Source: an optimization exercise on an open RTL-to-GDS flow (aim: small area, a short achievable clock period and few clock cycles per item). Production flows keep margins and buffers that such runs may drop.
Function was checked by simulation only, so behaviour that the tests miss may differ from the original.

==> v23 <==
## window_line_buffer_kxk
module window_line_buffer_kxk #(
  parameter int DATA_WIDTH = 32,
  parameter int K          = 3,
  parameter int MAX_WIDTH  = 64,
  parameter int CNT_W      = 8
) (
  input  logic                         clk,
  input  logic                         rst,
  input  logic                         frame_start,
  input  logic [CNT_W-1:0]             cfg_width,
  input  logic [CNT_W-1:0]             cfg_height,
  input  logic                         cfg_stride2,
  input  logic                         s_valid,
  output logic                         s_ready,
  input  logic [DATA_WIDTH-1:0]        s_data,
  output logic                         m_valid,
  input  logic                         m_ready,
  output logic [K*K*DATA_WIDTH-1:0]    m_window,
  output logic                         m_last,
  output logic                         frame_done,
  output logic                         cfg_err
);
Settings: LEC_CHECK=0, CAP_MARGIN=20, CORE_MARGIN=2, CORE_UTILIZATION=70, CTS_CLUSTER_DIAMETER=60, CTS_CLUSTER_SIZE=24, PLACE_DENSITY=0.75, SETUP_SLACK_MARGIN=3.6, SLEW_MARGIN=20; clock period 6.0 ns.
standard.sh (not shown) runs the stock make flow with config.mk's settings and CLKGATE_MAP_FILE= SYNTH_SCRIPT=/design/flow/synth_recipe.tcl, a recipe that flattens the netlist after the stock synthesis.
==> flow/flow/run.sh <==
#!/bin/bash
set -uo pipefail
export BUFFER_PORTS_ARGS="-buffer_cell sky130_fd_sc_hd__buf_4"
export POST_GLOBAL_PLACE_TCL="$PWD/flow/outbuf.tcl"
bash standard.sh > standard_flow.log 2>&1
==> flow/flow/outbuf.tcl <==
# Move each output port's buffer onto its driving cell (usually the register
# behind the port), so that the register drives only a short wire and the
# buffer drives the long wire to the pin. Detailed placement legalizes it.
set block [ord::get_db_block]
set moved 0
foreach bterm [$block getBTerms] {
  if {[$bterm getIoType] ne "OUTPUT"} { continue }
  set net [$bterm getNet]
  if {$net eq "NULL"} { continue }
  set buf ""
  foreach iterm [$net getITerms] {
    if {[$iterm isOutputSignal]} { set buf [$iterm getInst] }
  }
  if {$buf eq ""} { continue }
  set innet ""
  foreach iterm [$buf getITerms] {
    if {[$iterm isInputSignal] && [$iterm getNet] ne "NULL"} { set innet [$iterm getNet] }
  }
  if {$innet eq ""} { continue }
  set drv ""
  foreach iterm [$innet getITerms] {
    if {[$iterm isOutputSignal]} { set drv [$iterm getInst] }
  }
  if {$drv eq ""} { continue }
  set loc [$drv getLocation]
  $buf setLocation [lindex $loc 0] [lindex $loc 1]
  incr moved
}
puts "outbuf.tcl: moved $moved output buffers next to their drivers"
==> inputs of v17, as changes to v23 <==
--- a/flow/design.v
+++ b/flow/design.v
@@ -19,36 +19,28 @@
   output logic                         m_last,
   output logic                         frame_done,
   output logic                         cfg_err
 );
   localparam int DW = DATA_WIDTH;
-  localparam int NSEG = 6;    
+  localparam int NSEG = 6;
   logic [5:0]      r_wm1;      
   logic [7:0]      r_hm1;      
   logic            r_s2;
-  logic [NSEG-1:0] r_use [4];
-  logic [3:0]      r_w3;
+  logic [NSEG-1:0] r_use;      
   logic            w_cfg_ok;
-  logic [5:0]      w_dly;
-  logic [5:0]      w_rest;
+  logic [7:0]      w_dly;
+  logic [7:0]      w_rest;
   assign w_cfg_ok = (cfg_width >= CNT_W'(3)) && (cfg_width <= CNT_W'(64)) &&
                     (cfg_height >= CNT_W'(3));
-  assign w_dly    = r_wm1 - 6'd3;    
-  assign w_rest   = (w_dly >= 6'd29) ? (w_dly - 6'd29) : w_dly;
+  assign w_dly    = cfg_width - 8'd3;
+  assign w_rest   = (w_dly >= 8'd30) ? (w_dly - 8'd30) : w_dly;
   always_ff @(posedge clk) begin
     if (frame_start) begin
       r_wm1 <= 6'(cfg_width - 8'd1);
       r_hm1 <= cfg_height - 8'd1;
       r_s2  <= cfg_stride2;
-    end
-  end
-  always_ff @(posedge clk) begin
-    r_use[0] <= {w_dly >= 6'd29, w_rest[4:0]};
-    r_w3[0]  <= (r_wm1 == 6'd2);
-    for (int q = 1; q < 4; q++) begin
-      r_use[q] <= r_use[q-1];
-      r_w3[q]  <= r_w3[q-1];
+      r_use <= {w_dly >= 8'd30, w_rest[4:0]};
     end
   end
   logic       r_run;        
   logic       r_sready;
   logic [5:0] r_icol;
@@ -142,37 +134,24 @@
   logic [DW-1:0] w_dl_in  [2];
   logic [DW-1:0] w_dl_out [2];
   assign w_dl_in[0] = r_tap[2];
   assign w_dl_in[1] = r_tap[5];
   for (genvar l = 0; l < 2; l++) begin : g_line
-    for (genvar h = 0; h < 2; h++) begin : g_half
-      localparam int HW = DW / 2;
-      localparam int Q  = 2 * l + h;    
-      logic [HW-1:0] w_si [NSEG+1];
-      logic [HW-1:0] r_fix;
-      for (genvar s = 0; s < NSEG; s++) begin : g_seg
-        localparam int L = (s == 5) ? 29 : (1 << s);
-        logic [HW-1:0] r_sr [L];
-        always_ff @(posedge clk) begin
-          if (w_pop) begin
-            r_sr[0] <= w_si[s];
-            for (int k = 1; k < L; k++) r_sr[k] <= r_sr[k-1];
-          end
-        end
-        if (s == 2) begin : g_fix
-          always_ff @(posedge clk) begin
-            if (w_pop) r_fix <= r_use[Q][s] ? r_sr[L-1] : w_si[s];
-          end
-          assign w_si[s+1] = r_fix;
-        end else begin : g_byp
-          assign w_si[s+1] = r_use[Q][s] ? r_sr[L-1] : w_si[s];
+    logic [DW-1:0] w_si [NSEG+1];
+    assign w_si[0] = w_dl_in[l];
+    for (genvar s = 0; s < NSEG; s++) begin : g_seg
+      localparam int L = (s == 5) ? 30 : (1 << s);
+      logic [DW-1:0] r_sr [L];
+      always_ff @(posedge clk) begin
+        if (w_pop) begin
+          r_sr[0] <= w_si[s];
+          for (int k = 1; k < L; k++) r_sr[k] <= r_sr[k-1];
         end
       end
-      assign w_si[0] = w_dl_in[l][h*HW +: HW];
-      assign w_dl_out[l][h*HW +: HW] = r_w3[Q] ? w_dl_in[l][h*HW +: HW]
-                                                : w_si[NSEG];
+      assign w_si[s+1] = r_use[s] ? r_sr[L-1] : w_si[s];
     end
+    assign w_dl_out[l] = w_si[NSEG];
   end
   always_ff @(posedge clk) begin
     if (w_pop) begin
       r_tap[0] <= w_head;
       r_tap[1] <= r_tap[0];
==> flow/flow/run.sh (replaced) <==
#!/bin/bash
set -uo pipefail
export BUFFER_PORTS_ARGS="-buffer_cell sky130_fd_sc_hd__buf_4"
bash standard.sh > standard_flow.log 2>&1
Settings changed: SETUP_SLACK_MARGIN 3.6 to 3.3.
removed: flow/flow/outbuf.tcl
==> inputs of v22, as changes to v23 <==
==> flow/flow/run.sh (replaced) <==
#!/bin/bash
set -uo pipefail
export BUFFER_PORTS_ARGS="-buffer_cell sky130_fd_sc_hd__buf_4"
export POST_GLOBAL_PLACE_TCL="$PWD/flow/outbuf.tcl"
export CTS_ARGS="-sink_clustering_enable -repair_clock_nets -sink_clustering_size 24 -sink_clustering_max_diameter 60 -dont_use_dummy_load"
bash standard.sh > standard_flow.log 2>&1
Settings changed: CORE_UTILIZATION 70 to 72, CTS_CLUSTER_DIAMETER 60 to unset, CTS_CLUSTER_SIZE 24 to unset, PLACE_DENSITY 0.75 to 0.77, SETUP_SLACK_MARGIN 3.6 to 3.4.
==> impl_metrics.env <==
export IMPL_grt_use_met1_pct=32.1
export IMPL_grt_busiest_layer="met1"
export IMPL_fin_worst_skew_ps=29.5
export IMPL_r2r_start="m_valid$_DFFE_PP0P_"
export IMPL_clock_sinks=4304
export IMPL_final_util_pct=78.4
export IMPL_reg2regPathDepth=5
export IMPL_seqCellArea_sq_mm=0.129
export IMPL_status="timing/DRC/antenna clean"
export IMPL_crit_path_end="m_window[162]"
The numbers above come from v17.

==> impl_metrics.env <==
export IMPL_status="timing/DRC/antenna clean"
export IMPL_seqCellArea_sq_mm=0.129
export IMPL_grt_use_met1_pct=33.3
export IMPL_fin_worst_skew_ps=49.7
export IMPL_clock_sinks=4327
export IMPL_r2r_start="m_valid$_DFFE_PP0P_"
export IMPL_reg2regPathDepth=4
export IMPL_final_util_pct=78.8
export IMPL_grt_busiest_layer="met2"
The numbers above come from v23.

==> impl_metrics.env <==
export IMPL_status="timing/DRC/antenna clean"
export IMPL_r2r_start="r_cnt[1]$_DFF_PP0_"
export IMPL_clock_sinks=4327
export IMPL_die_area_sq_mm=0.193
export IMPL_setup_worst_path_start="r_tap[4][27]$_DFFE_PP_"
export IMPL_grt_use_met1_pct=37.4
export IMPL_final_util_pct=80.7
export IMPL_fin_worst_skew_ps=82.9
export IMPL_clock_fmax_ghz=0.364
export IMPL_grt_busiest_layer="met2"
export IMPL_crit_path_end="m_window[155]"
export IMPL_reg2regPathDepth=4
The numbers above come from v22.

Testbench counts of v23, summed over its fixed seeds: cycles 95,280, items 95,003.
Testbench counts of v17, summed over its fixed seeds: cycles 95,280, items 95,003.
Testbench counts of v22, summed over its fixed seeds: cycles 95,280, items 95,003.

static timing again, ports no longer ideal:
The flow's constraints put no driver on any port. The routed layouts listed below were extracted and timed again, unchanged, in two steps. Step 1 assumes that a clkbuf_16 drives the clock port and a buf_2 every other input. Step 2, shift: input delay + t, output delay - t, t = (earliest + latest rising clock arrival at the registers) / 2. This alone moves slack from input paths to output paths. Three values: ideal ports, drivers, drivers and shift; two values: the first two.
| run | t, ns | slack for setup (ns) | cell pins on the clock port's net |
|---|---|---|---|
| v23 | 0.954 | 3.292 / 3.198 / 2.823 | 1 |
| v17 | 0.953 | 3.190 / 3.097 / 2.479 | 1 |
| v22 | 0.951 | 3.255 / 3.161 / 2.620 | 1 |
After both steps every run listed still meets setup and hold. For v17, which loses most, drivers alone change the setup slack by -0.093 ns; drivers and shift together by -0.711 ns.
